From an optimization exercise on the open Yosys and OpenROAD flow, aimed at small area, a short achievable clock period and few clock cycles per item; shortcuts taken in it are not production practice. In this exercise RTL edits were held to simulation tests only and were not proved equivalent to the original. Power and IR drop assume default switching activity.

### design/flow/run.sh
#!/bin/bash
# synth_recipe.tcl (not shown) runs the flow's synth.tcl, then flattens the netlist and writes it again
# the make line also repeats each setting of config.mk as NAME=value (left out here)
make -C /OpenROAD-flow-scripts/flow DESIGN_CONFIG=/design/flow/config.mk WORK_HOME=/design/flow/orfs CLKGATE_MAP_FILE= SYNTH_SCRIPT=/design/flow/synth_recipe.tcl finish
### design/flow/config.mk
export PLATFORM = sky130hd
export DESIGN_NAME = double_talk_detector_unit
export DESIGN_NICKNAME = double_talk_detector_unit
export VERILOG_FILES = /design/flow/design.v
export SDC_FILE = /design/flow/constraint.sdc
export NUM_CORES = 4
export LEC_CHECK = 0
export CAP_MARGIN = 20
export CORE_MARGIN = 2
export CORE_UTILIZATION = 40
export PLACE_DENSITY = 0.6
export SLEW_MARGIN = 20
export SYNTH_HIERARCHICAL = 1
### design/flow/constraint.sdc
create_clock -name core_clock -period 10.0 [get_ports {clock}]
set_input_delay 2.0000 -clock core_clock [delete_from_list [all_inputs] [get_ports {clock}]]
set_output_delay 2.0000 -clock core_clock [all_outputs]
set_load 0.01 [all_outputs]
### design/flow/design.v
`default_nettype none
package dtd_pkg;
   localparam int SAMPLE_W    = 16;
   localparam int SUM_W       = 41;
   localparam int LVL_W       = 32;
   localparam int ALPHA_W     = 16;
   localparam int RATIO_W     = 16;
   localparam int SILENCE_W   = 24;
   localparam int CSR_DATA_W  = 24;
   localparam int CSR_IDX_W   = 2;
   localparam logic [ALPHA_W-1:0]   ALPHA_RESET   = 16'd58982;
   localparam logic [RATIO_W-1:0]   RATIO_RESET   = 16'd128;
   localparam logic [SILENCE_W-1:0] SILENCE_RESET = 24'd11;
endpackage
`default_nettype wire
`default_nettype none
module dtd_fa (
   input  wire logic a,
   input  wire logic b,
   input  wire logic c,
   output logic      s,
   output logic      co
);
   assign s  = a ^ b ^ c;
   assign co = (a & b) | (a & c) | (b & c);
endmodule
module dtd_ha (
   input  wire logic a,
   input  wire logic b,
   output logic      s,
   output logic      co
);
   assign s  = a ^ b;
   assign co = a & b;
endmodule
module dtd_sq_tree (
   input  wire logic [14:0] y,
   input  wire logic        s,
   input  wire logic [40:0] a,
   output logic [40:0]      r0,
   output logic [40:0]      r1
);
   wire pp_0_1 = y[0] & y[1];
   wire pp_0_2 = y[0] & y[2];
   wire pp_0_3 = y[0] & y[3];
   wire pp_0_4 = y[0] & y[4];
   wire pp_0_5 = y[0] & y[5];
   wire pp_0_6 = y[0] & y[6];
   wire pp_0_7 = y[0] & y[7];
   wire pp_0_8 = y[0] & y[8];
   wire pp_0_9 = y[0] & y[9];
   wire pp_0_10 = y[0] & y[10];
   wire pp_0_11 = y[0] & y[11];
   wire pp_0_12 = y[0] & y[12];
   wire pp_0_13 = y[0] & y[13];
   wire pp_0_14 = y[0] & y[14];
   wire pp_1_2 = y[1] & y[2];
   wire pp_1_3 = y[1] & y[3];
   wire pp_1_4 = y[1] & y[4];
   wire pp_1_5 = y[1] & y[5];
   wire pp_1_6 = y[1] & y[6];
   wire pp_1_7 = y[1] & y[7];
   wire pp_1_8 = y[1] & y[8];
   wire pp_1_9 = y[1] & y[9];
   wire pp_1_10 = y[1] & y[10];
   wire pp_1_11 = y[1] & y[11];
   wire pp_1_12 = y[1] & y[12];
   wire pp_1_13 = y[1] & y[13];
   wire pp_1_14 = y[1] & y[14];
   wire pp_2_3 = y[2] & y[3];
   wire pp_2_4 = y[2] & y[4];
   wire pp_2_5 = y[2] & y[5];
   wire pp_2_6 = y[2] & y[6];
   wire pp_2_7 = y[2] & y[7];
   wire pp_2_8 = y[2] & y[8];
   wire pp_2_9 = y[2] & y[9];
   wire pp_2_10 = y[2] & y[10];
   wire pp_2_11 = y[2] & y[11];
   wire pp_2_12 = y[2] & y[12];
   wire pp_2_13 = y[2] & y[13];
   wire pp_2_14 = y[2] & y[14];
   wire pp_3_4 = y[3] & y[4];
   wire pp_3_5 = y[3] & y[5];
   wire pp_3_6 = y[3] & y[6];
   wire pp_3_7 = y[3] & y[7];
   wire pp_3_8 = y[3] & y[8];
   wire pp_3_9 = y[3] & y[9];
   wire pp_3_10 = y[3] & y[10];
   wire pp_3_11 = y[3] & y[11];
   wire pp_3_12 = y[3] & y[12];
   wire pp_3_13 = y[3] & y[13];
   wire pp_3_14 = y[3] & y[14];
   wire pp_4_5 = y[4] & y[5];
   wire pp_4_6 = y[4] & y[6];
   wire pp_4_7 = y[4] & y[7];
   wire pp_4_8 = y[4] & y[8];
   wire pp_4_9 = y[4] & y[9];
   wire pp_4_10 = y[4] & y[10];
   wire pp_4_11 = y[4] & y[11];
   wire pp_4_12 = y[4] & y[12];
   wire pp_4_13 = y[4] & y[13];
   wire pp_4_14 = y[4] & y[14];
   wire pp_5_6 = y[5] & y[6];
   wire pp_5_7 = y[5] & y[7];
   wire pp_5_8 = y[5] & y[8];
   wire pp_5_9 = y[5] & y[9];
   wire pp_5_10 = y[5] & y[10];
   wire pp_5_11 = y[5] & y[11];
   wire pp_5_12 = y[5] & y[12];
   wire pp_5_13 = y[5] & y[13];
   wire pp_5_14 = y[5] & y[14];
   wire pp_6_7 = y[6] & y[7];
   wire pp_6_8 = y[6] & y[8];
   wire pp_6_9 = y[6] & y[9];
   wire pp_6_10 = y[6] & y[10];
   wire pp_6_11 = y[6] & y[11];
   wire pp_6_12 = y[6] & y[12];
   wire pp_6_13 = y[6] & y[13];
   wire pp_6_14 = y[6] & y[14];
   wire pp_7_8 = y[7] & y[8];
   wire pp_7_9 = y[7] & y[9];
   wire pp_7_10 = y[7] & y[10];
   wire pp_7_11 = y[7] & y[11];
   wire pp_7_12 = y[7] & y[12];
   wire pp_7_13 = y[7] & y[13];
   wire pp_7_14 = y[7] & y[14];
   wire pp_8_9 = y[8] & y[9];
   wire pp_8_10 = y[8] & y[10];
   wire pp_8_11 = y[8] & y[11];
   wire pp_8_12 = y[8] & y[12];
   wire pp_8_13 = y[8] & y[13];
   wire pp_8_14 = y[8] & y[14];
   wire pp_9_10 = y[9] & y[10];
   wire pp_9_11 = y[9] & y[11];
   wire pp_9_12 = y[9] & y[12];
   wire pp_9_13 = y[9] & y[13];
   wire pp_9_14 = y[9] & y[14];
   wire pp_10_11 = y[10] & y[11];
   wire pp_10_12 = y[10] & y[12];
   wire pp_10_13 = y[10] & y[13];
   wire pp_10_14 = y[10] & y[14];
   wire pp_11_12 = y[11] & y[12];
   wire pp_11_13 = y[11] & y[13];
   wire pp_11_14 = y[11] & y[14];
   wire pp_12_13 = y[12] & y[13];
   wire pp_12_14 = y[12] & y[14];
   wire pp_13_14 = y[13] & y[14];
   wire cr_0 = s & y[0];
   wire cr_1 = s & y[1];
   wire cr_2 = s & y[2];
   wire cr_3 = s & y[3];
   wire cr_4 = s & y[4];
   wire cr_5 = s & y[5];
   wire cr_6 = s & y[6];
   wire cr_7 = s & y[7];
   wire cr_8 = s & y[8];
   wire cr_9 = s & y[9];
   wire cr_10 = s & y[10];
   wire cr_11 = s & y[11];
   wire cr_12 = s & y[12];
   wire cr_13 = s & y[13];
   wire cr_14 = s & y[14];
   wire n1, n2;
   dtd_ha u_n1 (.a(pp_0_13), .b(pp_1_12), .s(n1), .co(n2));
   wire n3, n4;
   dtd_ha u_n3 (.a(pp_0_14), .b(pp_1_13), .s(n3), .co(n4));
   wire n5, n6;
   dtd_ha u_n5 (.a(pp_1_14), .b(pp_2_13), .s(n5), .co(n6));
   wire n7, n8;
   dtd_ha u_n7 (.a(pp_0_7), .b(pp_1_6), .s(n7), .co(n8));
   wire n9, n10;
   dtd_ha u_n9 (.a(pp_0_8), .b(pp_1_7), .s(n9), .co(n10));
   wire n11, n12;
   dtd_fa u_n11 (.a(pp_0_9), .b(pp_1_8), .c(pp_2_7), .s(n11), .co(n12));
   wire n13, n14;
   dtd_ha u_n13 (.a(pp_3_6), .b(pp_4_5), .s(n13), .co(n14));
   wire n15, n16;
   dtd_fa u_n15 (.a(pp_0_10), .b(pp_1_9), .c(pp_2_8), .s(n15), .co(n16));
   wire n17, n18;
   dtd_ha u_n17 (.a(pp_3_7), .b(pp_4_6), .s(n17), .co(n18));
   wire n19, n20;
   dtd_fa u_n19 (.a(pp_0_11), .b(pp_1_10), .c(pp_2_9), .s(n19), .co(n20));
   wire n21, n22;
   dtd_fa u_n21 (.a(pp_3_8), .b(pp_4_7), .c(pp_5_6), .s(n21), .co(n22));
   wire n23, n24;
   dtd_ha u_n23 (.a(y[6]), .b(cr_11), .s(n23), .co(n24));
   wire n25, n26;
   dtd_fa u_n25 (.a(pp_0_12), .b(pp_1_11), .c(pp_2_10), .s(n25), .co(n26));
   wire n27, n28;
   dtd_fa u_n27 (.a(pp_3_9), .b(pp_4_8), .c(pp_5_7), .s(n27), .co(n28));
   wire n29, n30;
   dtd_ha u_n29 (.a(cr_12), .b(a[13]), .s(n29), .co(n30));
   wire n31, n32;
   dtd_fa u_n31 (.a(n1), .b(pp_2_11), .c(pp_3_10), .s(n31), .co(n32));
   wire n33, n34;
   dtd_fa u_n33 (.a(pp_4_9), .b(pp_5_8), .c(pp_6_7), .s(n33), .co(n34));
   wire n35, n36;
   dtd_fa u_n35 (.a(y[7]), .b(cr_13), .c(a[14]), .s(n35), .co(n36));
   wire n37, n38;
   dtd_fa u_n37 (.a(n2), .b(n3), .c(pp_2_12), .s(n37), .co(n38));
   wire n39, n40;
   dtd_fa u_n39 (.a(pp_3_11), .b(pp_4_10), .c(pp_5_9), .s(n39), .co(n40));
   wire n41, n42;
   dtd_fa u_n41 (.a(pp_6_8), .b(cr_14), .c(a[15]), .s(n41), .co(n42));
   wire n43, n44;
   dtd_fa u_n43 (.a(n4), .b(n5), .c(pp_3_12), .s(n43), .co(n44));
   wire n45, n46;
   dtd_fa u_n45 (.a(pp_4_11), .b(pp_5_10), .c(pp_6_9), .s(n45), .co(n46));
   wire n47, n48;
   dtd_fa u_n47 (.a(pp_7_8), .b(y[8]), .c(a[16]), .s(n47), .co(n48));
   wire n49, n50;
   dtd_fa u_n49 (.a(n6), .b(pp_2_14), .c(pp_3_13), .s(n49), .co(n50));
   wire n51, n52;
   dtd_fa u_n51 (.a(pp_4_12), .b(pp_5_11), .c(pp_6_10), .s(n51), .co(n52));
   wire n53, n54;
   dtd_ha u_n53 (.a(pp_7_9), .b(a[17]), .s(n53), .co(n54));
   wire n55, n56;
   dtd_fa u_n55 (.a(pp_3_14), .b(pp_4_13), .c(pp_5_12), .s(n55), .co(n56));
   wire n57, n58;
   dtd_fa u_n57 (.a(pp_6_11), .b(pp_7_10), .c(pp_8_9), .s(n57), .co(n58));
   wire n59, n60;
   dtd_ha u_n59 (.a(y[9]), .b(a[18]), .s(n59), .co(n60));
   wire n61, n62;
   dtd_fa u_n61 (.a(pp_4_14), .b(pp_5_13), .c(pp_6_12), .s(n61), .co(n62));
   wire n63, n64;
   dtd_ha u_n63 (.a(pp_7_11), .b(pp_8_10), .s(n63), .co(n64));
   wire n65, n66;
   dtd_fa u_n65 (.a(pp_5_14), .b(pp_6_13), .c(pp_7_12), .s(n65), .co(n66));
   wire n67, n68;
   dtd_ha u_n67 (.a(pp_8_11), .b(pp_9_10), .s(n67), .co(n68));
   wire n69, n70;
   dtd_ha u_n69 (.a(pp_6_14), .b(pp_7_13), .s(n69), .co(n70));
   wire n71, n72;
   dtd_ha u_n71 (.a(pp_7_14), .b(pp_8_13), .s(n71), .co(n72));
   wire n73, n74;
   dtd_ha u_n73 (.a(pp_0_3), .b(pp_1_2), .s(n73), .co(n74));
   wire n75, n76;
   dtd_ha u_n75 (.a(pp_0_4), .b(pp_1_3), .s(n75), .co(n76));
   wire n77, n78;
   dtd_fa u_n77 (.a(pp_0_5), .b(pp_1_4), .c(pp_2_3), .s(n77), .co(n78));
   wire n79, n80;
   dtd_ha u_n79 (.a(y[3]), .b(cr_5), .s(n79), .co(n80));
   wire n81, n82;
   dtd_fa u_n81 (.a(pp_0_6), .b(pp_1_5), .c(pp_2_4), .s(n81), .co(n82));
   wire n83, n84;
   dtd_ha u_n83 (.a(cr_6), .b(a[7]), .s(n83), .co(n84));
   wire n85, n86;
   dtd_fa u_n85 (.a(n7), .b(pp_2_5), .c(pp_3_4), .s(n85), .co(n86));
   wire n87, n88;
   dtd_fa u_n87 (.a(y[4]), .b(cr_7), .c(a[8]), .s(n87), .co(n88));
   wire n89, n90;
   dtd_fa u_n89 (.a(n8), .b(n9), .c(pp_2_6), .s(n89), .co(n90));
   wire n91, n92;
   dtd_fa u_n91 (.a(pp_3_5), .b(cr_8), .c(a[9]), .s(n91), .co(n92));
   wire n93, n94;
   dtd_fa u_n93 (.a(n10), .b(n11), .c(n13), .s(n93), .co(n94));
   wire n95, n96;
   dtd_fa u_n95 (.a(y[5]), .b(cr_9), .c(a[10]), .s(n95), .co(n96));
   wire n97, n98;
   dtd_fa u_n97 (.a(n12), .b(n14), .c(n15), .s(n97), .co(n98));
   wire n99, n100;
   dtd_fa u_n99 (.a(n17), .b(cr_10), .c(a[11]), .s(n99), .co(n100));
   wire n101, n102;
   dtd_fa u_n101 (.a(n16), .b(n18), .c(n19), .s(n101), .co(n102));
   wire n103, n104;
   dtd_fa u_n103 (.a(n21), .b(n23), .c(a[12]), .s(n103), .co(n104));
   wire n105, n106;
   dtd_fa u_n105 (.a(n20), .b(n22), .c(n24), .s(n105), .co(n106));
   wire n107, n108;
   dtd_fa u_n107 (.a(n25), .b(n27), .c(n29), .s(n107), .co(n108));
   wire n109, n110;
   dtd_fa u_n109 (.a(n26), .b(n28), .c(n30), .s(n109), .co(n110));
   wire n111, n112;
   dtd_fa u_n111 (.a(n31), .b(n33), .c(n35), .s(n111), .co(n112));
   wire n113, n114;
   dtd_fa u_n113 (.a(n32), .b(n34), .c(n36), .s(n113), .co(n114));
   wire n115, n116;
   dtd_fa u_n115 (.a(n37), .b(n39), .c(n41), .s(n115), .co(n116));
   wire n117, n118;
   dtd_fa u_n117 (.a(n38), .b(n40), .c(n42), .s(n117), .co(n118));
   wire n119, n120;
   dtd_fa u_n119 (.a(n43), .b(n45), .c(n47), .s(n119), .co(n120));
   wire n121, n122;
   dtd_fa u_n121 (.a(n44), .b(n46), .c(n48), .s(n121), .co(n122));
   wire n123, n124;
   dtd_fa u_n123 (.a(n49), .b(n51), .c(n53), .s(n123), .co(n124));
   wire n125, n126;
   dtd_fa u_n125 (.a(n50), .b(n52), .c(n54), .s(n125), .co(n126));
   wire n127, n128;
   dtd_fa u_n127 (.a(n55), .b(n57), .c(n59), .s(n127), .co(n128));
   wire n129, n130;
   dtd_fa u_n129 (.a(n56), .b(n58), .c(n60), .s(n129), .co(n130));
   wire n131, n132;
   dtd_fa u_n131 (.a(n61), .b(n63), .c(a[19]), .s(n131), .co(n132));
   wire n133, n134;
   dtd_fa u_n133 (.a(n62), .b(n64), .c(n65), .s(n133), .co(n134));
   wire n135, n136;
   dtd_fa u_n135 (.a(n67), .b(y[10]), .c(a[20]), .s(n135), .co(n136));
   wire n137, n138;
   dtd_fa u_n137 (.a(n66), .b(n68), .c(n69), .s(n137), .co(n138));
   wire n139, n140;
   dtd_fa u_n139 (.a(pp_8_12), .b(pp_9_11), .c(a[21]), .s(n139), .co(n140));
   wire n141, n142;
   dtd_fa u_n141 (.a(n70), .b(n71), .c(pp_9_12), .s(n141), .co(n142));
   wire n143, n144;
   dtd_fa u_n143 (.a(pp_10_11), .b(y[11]), .c(a[22]), .s(n143), .co(n144));
   wire n145, n146;
   dtd_fa u_n145 (.a(n72), .b(pp_8_14), .c(pp_9_13), .s(n145), .co(n146));
   wire n147, n148;
   dtd_ha u_n147 (.a(pp_10_12), .b(a[23]), .s(n147), .co(n148));
   wire n149, n150;
   dtd_fa u_n149 (.a(pp_9_14), .b(pp_10_13), .c(pp_11_12), .s(n149), .co(n150));
   wire n151, n152;
   dtd_ha u_n151 (.a(y[12]), .b(a[24]), .s(n151), .co(n152));
   wire n153, n154;
   dtd_ha u_n153 (.a(pp_10_14), .b(pp_11_13), .s(n153), .co(n154));
   wire n155, n156;
   dtd_ha u_n155 (.a(pp_11_14), .b(pp_12_13), .s(n155), .co(n156));
   wire n157, n158;
   dtd_ha u_n157 (.a(pp_0_1), .b(y[1]), .s(n157), .co(n158));
   wire n159, n160;
   dtd_ha u_n159 (.a(pp_0_2), .b(cr_2), .s(n159), .co(n160));
   wire n161, n162;
   dtd_fa u_n161 (.a(n73), .b(y[2]), .c(cr_3), .s(n161), .co(n162));
   wire n163, n164;
   dtd_fa u_n163 (.a(n74), .b(n75), .c(cr_4), .s(n163), .co(n164));
   wire n165, n166;
   dtd_fa u_n165 (.a(n76), .b(n77), .c(n79), .s(n165), .co(n166));
   wire n167, n168;
   dtd_fa u_n167 (.a(n78), .b(n80), .c(n81), .s(n167), .co(n168));
   wire n169, n170;
   dtd_fa u_n169 (.a(n82), .b(n84), .c(n85), .s(n169), .co(n170));
   wire n171, n172;
   dtd_fa u_n171 (.a(n86), .b(n88), .c(n89), .s(n171), .co(n172));
   wire n173, n174;
   dtd_fa u_n173 (.a(n90), .b(n92), .c(n93), .s(n173), .co(n174));
   wire n175, n176;
   dtd_fa u_n175 (.a(n94), .b(n96), .c(n97), .s(n175), .co(n176));
   wire n177, n178;
   dtd_fa u_n177 (.a(n98), .b(n100), .c(n101), .s(n177), .co(n178));
   wire n179, n180;
   dtd_fa u_n179 (.a(n102), .b(n104), .c(n105), .s(n179), .co(n180));
   wire n181, n182;
   dtd_fa u_n181 (.a(n106), .b(n108), .c(n109), .s(n181), .co(n182));
   wire n183, n184;
   dtd_fa u_n183 (.a(n110), .b(n112), .c(n113), .s(n183), .co(n184));
   wire n185, n186;
   dtd_fa u_n185 (.a(n114), .b(n116), .c(n117), .s(n185), .co(n186));
   wire n187, n188;
   dtd_fa u_n187 (.a(n118), .b(n120), .c(n121), .s(n187), .co(n188));
   wire n189, n190;
   dtd_fa u_n189 (.a(n122), .b(n124), .c(n125), .s(n189), .co(n190));
   wire n191, n192;
   dtd_fa u_n191 (.a(n126), .b(n128), .c(n129), .s(n191), .co(n192));
   wire n193, n194;
   dtd_fa u_n193 (.a(n130), .b(n132), .c(n133), .s(n193), .co(n194));
   wire n195, n196;
   dtd_fa u_n195 (.a(n134), .b(n136), .c(n137), .s(n195), .co(n196));
   wire n197, n198;
   dtd_fa u_n197 (.a(n138), .b(n140), .c(n141), .s(n197), .co(n198));
   wire n199, n200;
   dtd_fa u_n199 (.a(n142), .b(n144), .c(n145), .s(n199), .co(n200));
   wire n201, n202;
   dtd_fa u_n201 (.a(n146), .b(n148), .c(n149), .s(n201), .co(n202));
   wire n203, n204;
   dtd_fa u_n203 (.a(n150), .b(n152), .c(n153), .s(n203), .co(n204));
   wire n205, n206;
   dtd_fa u_n205 (.a(n154), .b(n155), .c(y[13]), .s(n205), .co(n206));
   wire n207, n208;
   dtd_ha u_n207 (.a(n156), .b(pp_12_14), .s(n207), .co(n208));
   wire n209, n210;
   dtd_ha u_n209 (.a(pp_13_14), .b(y[14]), .s(n209), .co(n210));
   wire n211, n212;
   dtd_ha u_n211 (.a(y[0]), .b(s), .s(n211), .co(n212));
   wire n213, n214;
   dtd_ha u_n213 (.a(cr_0), .b(a[1]), .s(n213), .co(n214));
   wire n215, n216;
   dtd_fa u_n215 (.a(n157), .b(cr_1), .c(a[2]), .s(n215), .co(n216));
   wire n217, n218;
   dtd_fa u_n217 (.a(n158), .b(n159), .c(a[3]), .s(n217), .co(n218));
   wire n219, n220;
   dtd_fa u_n219 (.a(n160), .b(n161), .c(a[4]), .s(n219), .co(n220));
   wire n221, n222;
   dtd_fa u_n221 (.a(n162), .b(n163), .c(a[5]), .s(n221), .co(n222));
   wire n223, n224;
   dtd_fa u_n223 (.a(n164), .b(n165), .c(a[6]), .s(n223), .co(n224));
   wire n225, n226;
   dtd_fa u_n225 (.a(n166), .b(n167), .c(n83), .s(n225), .co(n226));
   wire n227, n228;
   dtd_fa u_n227 (.a(n168), .b(n169), .c(n87), .s(n227), .co(n228));
   wire n229, n230;
   dtd_fa u_n229 (.a(n170), .b(n171), .c(n91), .s(n229), .co(n230));
   wire n231, n232;
   dtd_fa u_n231 (.a(n172), .b(n173), .c(n95), .s(n231), .co(n232));
   wire n233, n234;
   dtd_fa u_n233 (.a(n174), .b(n175), .c(n99), .s(n233), .co(n234));
   wire n235, n236;
   dtd_fa u_n235 (.a(n176), .b(n177), .c(n103), .s(n235), .co(n236));
   wire n237, n238;
   dtd_fa u_n237 (.a(n178), .b(n179), .c(n107), .s(n237), .co(n238));
   wire n239, n240;
   dtd_fa u_n239 (.a(n180), .b(n181), .c(n111), .s(n239), .co(n240));
   wire n241, n242;
   dtd_fa u_n241 (.a(n182), .b(n183), .c(n115), .s(n241), .co(n242));
   wire n243, n244;
   dtd_fa u_n243 (.a(n184), .b(n185), .c(n119), .s(n243), .co(n244));
   wire n245, n246;
   dtd_fa u_n245 (.a(n186), .b(n187), .c(n123), .s(n245), .co(n246));
   wire n247, n248;
   dtd_fa u_n247 (.a(n188), .b(n189), .c(n127), .s(n247), .co(n248));
   wire n249, n250;
   dtd_fa u_n249 (.a(n190), .b(n191), .c(n131), .s(n249), .co(n250));
   wire n251, n252;
   dtd_fa u_n251 (.a(n192), .b(n193), .c(n135), .s(n251), .co(n252));
   wire n253, n254;
   dtd_fa u_n253 (.a(n194), .b(n195), .c(n139), .s(n253), .co(n254));
   wire n255, n256;
   dtd_fa u_n255 (.a(n196), .b(n197), .c(n143), .s(n255), .co(n256));
   wire n257, n258;
   dtd_fa u_n257 (.a(n198), .b(n199), .c(n147), .s(n257), .co(n258));
   wire n259, n260;
   dtd_fa u_n259 (.a(n200), .b(n201), .c(n151), .s(n259), .co(n260));
   wire n261, n262;
   dtd_fa u_n261 (.a(n202), .b(n203), .c(a[25]), .s(n261), .co(n262));
   wire n263, n264;
   dtd_fa u_n263 (.a(n204), .b(n205), .c(a[26]), .s(n263), .co(n264));
   wire n265, n266;
   dtd_fa u_n265 (.a(n206), .b(n207), .c(a[27]), .s(n265), .co(n266));
   wire n267, n268;
   dtd_fa u_n267 (.a(n208), .b(n209), .c(a[28]), .s(n267), .co(n268));
   wire n269, n270;
   dtd_ha u_n269 (.a(n210), .b(a[29]), .s(n269), .co(n270));
   assign r0 = {a[40], a[39], a[38], a[37], a[36], a[35], a[34], a[33], a[32], a[31], n270, n268, n266, n264, n262, n260, n258, n256, n254, n252, n250, n248, n246, n244, n242, n240, n238, n236, n234, n232, n230, n228, n226, n224, n222, n220, n218, n216, n214, n212, n211};
   assign r1 = {1'b0, 1'b0, 1'b0, 1'b0, 1'b0, 1'b0, 1'b0, 1'b0, 1'b0, 1'b0, a[30], n269, n267, n265, n263, n261, n259, n257, n255, n253, n251, n249, n247, n245, n243, n241, n239, n237, n235, n233, n231, n229, n227, n225, n223, n221, n219, n217, n215, n213, a[0]};
endmodule
`default_nettype wire
`default_nettype none
module dtd_div2 (
   input  wire logic [10:0] rem,
   input  wire logic [1:0]  nxt,
   input  wire logic [10:0] d,
   output logic [10:0]      rem_o,
   output logic [1:0]       q_o
);
   logic [11:0] t1, t2;
   logic [12:0] d1, d2;
   logic [10:0] r1;
   assign t1    = {rem, nxt[1]};
   assign d1    = {1'b0, t1} - {2'b0, d};
   assign q_o[1] = !d1[12];
   assign r1    = q_o[1] ? d1[10:0] : t1[10:0];
   assign t2    = {r1, nxt[0]};
   assign d2    = {1'b0, t2} - {2'b0, d};
   assign q_o[0] = !d2[12];
   assign rem_o = q_o[0] ? d2[10:0] : t2[10:0];
endmodule
`default_nettype wire
`default_nettype none
module double_talk_detector_unit (
   input  wire logic         clock,
   input  wire logic         reset,
   input  wire logic         req_valid,
   output logic              req_ready,
   input  wire logic [15:0]  req_far_sample,
   input  wire logic [15:0]  req_mic_sample,
   input  wire logic         req_frame_end,
   output logic              rsp_valid,
   input  wire logic         rsp_ready,
   output logic [1:0]        rsp_talk_state,
   output logic              rsp_adapt_hold,
   input  wire logic         csr_write_enable,
   input  wire logic [1:0]   csr_index,
   input  wire logic [23:0]  csr_write_data
);
   localparam logic [1:0] A_IDLE = 2'd0;
   localparam logic [1:0] A_DIV  = 2'd1;
   localparam logic [1:0] A_DONE = 2'd2;
   localparam logic [2:0] B_IDLE = 3'd0;
   localparam logic [2:0] B_FAR  = 3'd1;
   localparam logic [2:0] B_MIC  = 3'd2;
   localparam logic [2:0] B_RAT  = 3'd3;
   localparam logic [2:0] B_OUT  = 3'd4;
   logic [15:0] alpha_ff;
   logic [15:0] ratio_ff;
   logic [23:0] silence_ff;
   logic        ready_ff;
   logic        in_v_ff, in_last_ff;
   logic [15:0] in_far_ff, in_mic_ff;
   logic [9:0]  cnt_ff, dcnt_ff;
   logic        full_ff;
   logic        zap_ff;
   logic [40:0] fsum_ff, msum_ff;
   logic [1:0]  a_st_ff;
   logic [3:0]  a_cnt_ff;
   logic [10:0] div_ff;
   logic [10:0] frem_ff, mrem_ff;
   logic [29:0] fq_ff, mq_ff;
   logic [2:0]  b_ph_ff;
   logic [3:0]  b_j_ff;
   logic [32:0] acc_ff;
   logic [30:0] flvl_ff, mlvl_ff;
   logic        out_valid_ff;
   logic [1:0]  talk_ff;
   always_ff @(posedge clock) begin
      if (reset) begin
         alpha_ff   <= dtd_pkg::ALPHA_RESET;
         ratio_ff   <= dtd_pkg::RATIO_RESET;
         silence_ff <= dtd_pkg::SILENCE_RESET;
      end else if (csr_write_enable) begin
         case (csr_index)
            2'd0:    alpha_ff   <= csr_write_data[15:0];
            2'd1:    ratio_ff   <= csr_write_data[15:0];
            2'd2:    silence_ff <= csr_write_data;
            default: ;
         endcase
      end
   end
   logic        accept, keep, load;
   logic [15:0] gfar, gmic;
   logic [40:0] fsum_in, msum_in;
   logic [40:0] fr0, fr1, mr0, mr1;
   logic        full_in;
   assign accept = req_valid && ready_ff;
   assign keep   = in_v_ff && (in_last_ff || !(&cnt_ff));
   assign gfar   = keep ? in_far_ff : 16'd0;
   assign gmic   = keep ? in_mic_ff : 16'd0;
   assign fsum_in = (load || zap_ff) ? 41'd0 : fsum_ff;
   assign msum_in = (load || zap_ff) ? 41'd0 : msum_ff;
   dtd_sq_tree u_ftree (
      .y  (gfar[14:0] ^ {15{gfar[15]}}),
      .s  (gfar[15]),
      .a  (fsum_in),
      .r0 (fr0),
      .r1 (fr1)
   );
   dtd_sq_tree u_mtree (
      .y  (gmic[14:0] ^ {15{gmic[15]}}),
      .s  (gmic[15]),
      .a  (msum_in),
      .r0 (mr0),
      .r1 (mr1)
   );
   assign full_in = (full_ff && !load) || (in_v_ff && in_last_ff);
   always_ff @(posedge clock) begin
      in_far_ff  <= req_far_sample;
      in_mic_ff  <= req_mic_sample;
      in_last_ff <= req_frame_end;
      fsum_ff    <= fr0 + fr1;
      msum_ff    <= mr0 + mr1;
      if (in_v_ff && in_last_ff) begin
         dcnt_ff <= cnt_ff;
      end
      if (reset) begin
         in_v_ff <= 1'b0;
         cnt_ff  <= '0;
         full_ff <= 1'b0;
         zap_ff  <= 1'b1;
      end else begin
         in_v_ff <= accept;
         full_ff <= full_in;
         zap_ff  <= 1'b0;
         if (in_v_ff && in_last_ff) begin
            cnt_ff <= '0;
         end else if (keep) begin
            cnt_ff <= cnt_ff + 10'd1;
         end
      end
   end
   logic [1:0]  a_st_in;
   logic [10:0] frem_o, mrem_o;
   logic [1:0]  fq_o, mq_o;
   logic        b_fin;
   assign load = full_ff && (a_st_ff == A_IDLE);
   dtd_div2 u_fdiv (
      .rem   (frem_ff),
      .nxt   (fq_ff[29:28]),
      .d     (div_ff),
      .rem_o (frem_o),
      .q_o   (fq_o)
   );
   dtd_div2 u_mdiv (
      .rem   (mrem_ff),
      .nxt   (mq_ff[29:28]),
      .d     (div_ff),
      .rem_o (mrem_o),
      .q_o   (mq_o)
   );
   always_comb begin
      a_st_in = a_st_ff;
      case (a_st_ff)
         A_IDLE:  if (full_ff) a_st_in = A_DIV;
         A_DIV:   if (a_cnt_ff == 4'd14) a_st_in = A_DONE;
         A_DONE:  if (b_fin) a_st_in = A_IDLE;
         default: a_st_in = A_IDLE;
      endcase
   end
   always_ff @(posedge clock) begin
      if (load) begin
         frem_ff  <= fsum_ff[40:30];
         fq_ff    <= fsum_ff[29:0];
         mrem_ff  <= msum_ff[40:30];
         mq_ff    <= msum_ff[29:0];
         div_ff   <= {1'b0, dcnt_ff} + 11'd2;
         a_cnt_ff <= '0;
      end else if (a_st_ff == A_DIV) begin
         frem_ff  <= frem_o;
         fq_ff    <= {fq_ff[27:0], fq_o};
         mrem_ff  <= mrem_o;
         mq_ff    <= {mq_ff[27:0], mq_o};
         a_cnt_ff <= a_cnt_ff + 4'd1;
      end
      if (reset) begin
         a_st_ff <= A_IDLE;
      end else begin
         a_st_ff <= a_st_in;
      end
   end
   logic        rat, ch_mic;
   logic        st_df, st_f, st_init, st_sub, st_m;
   logic [3:0]  bidx;
   logic [15:0] mval;
   logic [2:0]  trip;
   logic        b_one, b_two, b_neg, use_q, x_acc, x_lvl;
   logic [30:0] cur_lvl;
   logic [29:0] cur_q;
   logic [33:0] xop, ysel, yop, sum;
   logic [2:0]  b_ph_in;
   logic [3:0]  b_j_in;
   logic        out_free;
   logic        far_on, mic_on, hit;
   logic [1:0]  talk_new;
   assign rat     = (b_ph_ff == B_RAT);
   assign st_df   = (b_ph_ff == B_FAR || b_ph_ff == B_MIC) && (b_j_ff == 4'd0);
   assign st_f    = (b_ph_ff == B_FAR || b_ph_ff == B_MIC) && (b_j_ff == 4'd10);
   assign st_init = rat && (b_j_ff == 4'd0);
   assign st_sub  = rat && (b_j_ff == 4'd5);
   assign st_m    = (b_ph_ff == B_FAR || b_ph_ff == B_MIC || rat) &&
                    !st_df && !st_f && !st_init && !st_sub;
   assign bidx    = (rat && b_j_ff > 4'd5) ? b_j_ff - 4'd2 : b_j_ff - 4'd1;
   assign ch_mic  = (b_ph_ff == B_MIC) || st_sub;
   assign cur_lvl = ch_mic ? mlvl_ff : flvl_ff;
   assign cur_q   = ch_mic ? mq_ff : fq_ff;
   assign mval    = rat ? ratio_ff : alpha_ff;
   always_comb begin
      case (bidx)
         4'd0:    trip = {mval[1],  mval[0],  1'b0};
         4'd1:    trip = mval[3:1];
         4'd2:    trip = mval[5:3];
         4'd3:    trip = mval[7:5];
         4'd4:    trip = mval[9:7];
         4'd5:    trip = mval[11:9];
         4'd6:    trip = mval[13:11];
         4'd7:    trip = mval[15:13];
         default: trip = {2'b00, mval[15]};
      endcase
      b_one = 1'b0;
      b_two = 1'b0;
      b_neg = 1'b0;
      use_q = 1'b0;
      x_acc = 1'b1;
      x_lvl = 1'b0;
      if (st_m) begin
         case (trip)
            3'b001, 3'b010: b_one = 1'b1;
            3'b011:         b_two = 1'b1;
            3'b100:         begin b_two = 1'b1; b_neg = 1'b1; end
            3'b101, 3'b110: begin b_one = 1'b1; b_neg = 1'b1; end
            default: ;
         endcase
         x_acc = !(!rat && bidx == 4'd0);
      end else if (st_df) begin
         use_q = 1'b1;
         b_neg = 1'b1;
         x_acc = 1'b0;
         x_lvl = 1'b1;
      end else if (st_f) begin
         use_q = 1'b1;
      end else if (st_sub) begin
         b_one = 1'b1;
         b_neg = 1'b1;
      end
   end
   assign xop  = x_acc ? {acc_ff[32], acc_ff} :
                 x_lvl ? {{3{cur_lvl[30]}}, cur_lvl} : 34'd0;
   assign ysel = b_one ? {{3{cur_lvl[30]}}, cur_lvl} :
                 b_two ? {{2{cur_lvl[30]}}, cur_lvl, 1'b0} :
                 use_q ? {4'd0, cur_q} : 34'd0;
   assign yop  = ysel ^ {34{b_neg}};
   assign sum  = xop + yop + {33'd0, b_neg};
   assign b_fin    = (b_ph_ff == B_MIC) && (b_j_ff == 4'd10);
   assign out_free = !out_valid_ff || rsp_ready;
   assign far_on   = (flvl_ff[29:0] > {6'd0, silence_ff});
   assign mic_on   = (mlvl_ff[29:0] > {6'd0, silence_ff});
   assign hit      = acc_ff[32];
   assign talk_new = (far_on && mic_on && hit) ? 2'd3 :
                     far_on ? 2'd1 :
                     mic_on ? 2'd2 : 2'd0;
   always_comb begin
      b_ph_in = b_ph_ff;
      b_j_in  = b_j_ff + 4'd1;
      case (b_ph_ff)
         B_IDLE: begin
            b_j_in = '0;
            if (a_st_ff == A_DONE) b_ph_in = B_FAR;
         end
         B_FAR, B_MIC, B_RAT: begin
            if (b_j_ff == 4'd10) begin
               b_j_in  = '0;
               b_ph_in = (b_ph_ff == B_FAR) ? B_MIC :
                         (b_ph_ff == B_MIC) ? B_RAT : B_OUT;
            end
         end
         B_OUT: begin
            b_j_in = '0;
            if (out_free) b_ph_in = B_IDLE;
         end
         default: begin
            b_j_in  = '0;
            b_ph_in = B_IDLE;
         end
      endcase
   end
   always_ff @(posedge clock) begin
      if (st_init) begin
         acc_ff <= {17'd0, ratio_ff};
      end else if (st_m && bidx != 4'd8) begin
         acc_ff <= {sum[33], sum[33:2]};
      end else if (st_m || st_sub) begin
         acc_ff <= sum[32:0];
      end
      if (reset) begin
         flvl_ff <= '0;
         mlvl_ff <= '0;
      end else if (st_df || st_f) begin
         if (ch_mic) mlvl_ff <= sum[30:0];
         else        flvl_ff <= sum[30:0];
      end
      if (reset) begin
         b_ph_ff      <= B_IDLE;
         b_j_ff       <= '0;
         out_valid_ff <= 1'b0;
      end else begin
         b_ph_ff <= b_ph_in;
         b_j_ff  <= b_j_in;
         if (b_ph_ff == B_OUT && out_free) begin
            out_valid_ff <= 1'b1;
            talk_ff      <= talk_new;
         end else if (rsp_ready) begin
            out_valid_ff <= 1'b0;
         end
      end
   end
   assign rsp_valid      = out_valid_ff;
   assign rsp_talk_state = talk_ff;
   assign rsp_adapt_hold = talk_ff[1];
   logic full1, idle1, full2, idle2;
   assign full1 = full_in;
   assign idle1 = (a_st_in == A_IDLE);
   assign full2 = (full1 && !idle1) || (accept && req_frame_end);
   assign idle2 = (idle1 && !full1) ||
                  (b_ph_in == B_MIC && b_j_in == 4'd10);
   always_ff @(posedge clock) begin
      if (reset) begin
         ready_ff <= 1'b1;
      end else begin
         ready_ff <= !(full2 && !idle2);
      end
   end
   assign req_ready = ready_ff;
endmodule
`default_nettype wire
==> run summary <==
==> registers in the layout, summed over array words and instances, names as in the netlist, 2 cells and up <==
register    cells
fsum_ff        41
msum_ff        41
acc_ff         33
flvl_ff        31
mlvl_ff        31
fq_ff          30
mq_ff          30
silence_ff     24
alpha_ff       16
in_far_ff      16
in_mic_ff      16
ratio_ff       16
div_ff         11
frem_ff        11
mrem_ff        11
cnt_ff         10
dcnt_ff        10
a_cnt_ff        4
b_j_ff          4
b_ph_ff         3
a_st_ff         2
talk_ff         2
==> metrics by stage <==
| stage | setup slack (ns) | util |
|---|---|---|
| finish | 1.66 | 0.432 |
| global route | 0.802 | 0.432 |
| CTS | 1.72 | 0.431 |
| detailed placement | 1.76 | 0.410 |
| global placement | 1.90 | 0.410 |
| floorplan | 3.05 | - |
==> per-layer routing <==
metal  share of wire  global-route usage
met5               0                   0
met4           0.022              0.0471
met3           0.043              0.0201
met2            0.46               0.314
met1            0.48               0.270
==> worst min path at each step <==
| stage | end | depth (start not counted) |
|---|---|---|
| CTS | div_ff[0] | 0 |
| global route | div_ff[0] | 0 |
| global placement | div_ff[0] | 0 |
| detailed placement | div_ff[0] | 0 |
| floorplan | div_ff[0] | 0 |
| finish | div_ff[0] | 0 |
==> power by group through the flow <==
stage | Clock (uW) | Sequential [uW] | Combinational [uW]
finish | 1960 | 1990 | 1240
global route | 2070 | 2010 | 1410
CTS | 2010 | 1990 | 1240
detailed placement | 0 | 2030 | 1240
global placement | 0 | 2030 | 1220
floorplan | 0 | 1960 | 1100
==> synth_stat cells (38+ instances only) <==
| cell | number |
|---|---|
| a21o_1 | 68 |
| a21oi_1 | 263 |
| and2_1 | 236 |
| and2_2 | 102 |
| buf_4 | 175 |
| clkbuf_1 | 93 |
| dfxtp_1 | 278 |
| edfxtp_1 | 121 |
| fa_1 | 217 |
| ha_1 | 280 |
| inv_1 | 118 |
| mux2_2 | 107 |
| mux2i_1 | 94 |
| nand2_1 | 382 |
| nor2_1 | 202 |
| nor2b_1 | 40 |
| o21a_1 | 38 |
| o21ai_0 | 150 |
| xnor2_1 | 136 |
| xor2_1 | 73 |
==> final cells by class <==
class                           count  area share
Multi-Input combinational cell   2878       0.623
Sequential cell                   399       0.250
Inverter                          120      0.0124
Clock buffer                       69      0.0398
Tap cell                         1144      0.0388
Clock inverter                     25     0.00889
Timing Repair Buffer              112      0.0274
==> modules after synthesis (local to each module, per instance) <==
module	flip-flops and latches	times used
double_talk_detector_unit	399	1
dtd_sq_tree	0	2
dtd_div2	0	2
dtd_fa	0	210
dtd_ha	0	60
==> logic make-up after synthesis <==
group           share of synthesized area
compound gates                      0.140
xor+xnor                           0.0534
fa+ha+maj                           0.228
buf+inv                            0.0733
flops                               0.266
mux                                0.0621
other cells                      0.000217
simple gates                        0.177
==> out/metrics.yaml <==
status: "complete, no violations"
crit_buf_inv: 2
clkLatencyLatePin_ns: 0.61
fin_cells: 4747
area_delta_synth_final_pct: 6.67
tightest_slew_ns: 1.11
path_max_fanout: 21
cts_hold_buf: 0
cp-startpoint: "b_j_ff[0]"
cts_tree: "yes"
cp_slowest_cell: "a31oi_4"
grt_max_degree: 102
setup_viol: 0
yosysTopAreaCell: "dfxtp_1"
worstPathRequired_ns: 10.53
synth_seq_area_share: 0.266
drc: 0
relSlewSlack: 0.257
report.power.total_uw: 5200
ys_types: 93
fin_hold_ws_ns: 0.422
grt_pass1_wl_um: 138000
dpl_cell_area_um2: 35000
clkTransAtPathRegs_ns: 0.06
slew_viol_final: 0
r2r_setup_slack_ns: 1.66
initial_utilization: 0.405
p_leak_uw: 0.0159
antenna_found_initial: 2
die-width_um: 298
layout_common_cells: "nand2_1, ha_1, dfxtp_1, a21oi_1, and2_1"
critPathArrivalTime_ns: 8.87
final_nets: 4123
multiInputGateArea_um2: 23000
rsz0062_at_grt: "false"
antenna_cells: 0
post-route-cell-area_um2: 36900
seqCellArea_um2: 9200
cap_violations: 0
cts_buffer_depth: 3
worstSetupEndpointType: "flip-flop"
p_sw_frac: 0.302
coreArea_um2: 85400
final_common_cell: "nand2_1"
wire_per_inst_um: 18.0
synthCells: 3698
crit_type: "flip-flop to flip-flop"
clock_sinks: 399
peakVddDrop_mv: 0.140
tns_ns: 0
synth_edf_count: 121
cts_buffers: 51
final-hold-violation-count: 0
rows: 107
drt_iter0_drc: 1720
seq_power_share: 0.383
fp.dieH_um: 298
async_flop_share: 0
firstDrtPassIters: 5
dieArea_um2: 88700
gr-total-overflow: 0
power.net_switching_uw: 1570
intPower_uw: 3630
vias: 25000
pwr-share-comb: 0.239
gp_congestion: 0.896
cp-start-kind: "flip-flop"
r2r-end: "acc_ff[32]"
nFillCells: 8457
routed_wl_um: 85400
layout-drive-gt1-share: 0.110
grt_pass1_vias: 24800
crit_end: "acc_ff[32]"
synth-seq-cells: 399
power_frac_clock: 0.378
synth_area_leaders: "dfxtp_1, fa_1, edfxtp_1, ha_1, and2_1"
dp.cells: 4652
vias_per_cell: 5.27
skew_ns: 0.0342
synth-main-ff-cell: "dfxtp_1"
r2r_cells: 28
critPathMaxStageDelay_ns: 0.74
port_buffers: 68
synth_top_area_frac: 0.161
clock-root-buffer: "clkbuf_16"
fmax_mhz: 120
ant_nets: 0
hp-class: "flip-flop to flip-flop"
io_pins: 69
netlist_area_um2: 34600
cts_resized: 0
track_usage: 0.191
min_period_ns: 8.34
synth.avg_cell_area_um2: 9.34
hp-start: "dcnt_ff[0]"
min_period_over_period: 0.834
cp.depth: 28
crit_family: "compound AO/OA/AOI/OAI gates"
dp_hpwl_um: 65300
post_cts_buffers: 0
ys_warn_count: 7
crit-reg2reg-launch: "b_j_ff[0]"
h-tree-depth: 2
power.density_nw_per_um2: 141
Testbench counts, summed over its fixed seeds: cycles 29,390, items 384.

-- port drivers added, routing unchanged --
How much do the figures lean on ideal ports? The routed layout below was timed once more, with nothing changed but the port constraints. Step 1 sets driving cells, clkbuf_16 on the clock port and buf_2 on the other inputs (assumed; they add their load-dependent delay and slew). Step 2 adds t to the input delays and takes it off the output delays; t is the mean of the earliest and latest rising clock arrival at the registers after step 1. Input paths then give back, and output paths get back, about the clock's delay inside the block. a / b / c = ideal ports / drivers / drivers and shift; a / b = the first two.
t (ns): 0.651
setup slack, ns: 1.659 / 1.659 / 1.659
latest minus earliest clock arrival (ns): 0.035 / 0.035
After both steps setup and hold are still met in this run. For this run, drivers alone change the setup slack by 0.000 ns; drivers and shift together by 0.000 ns.
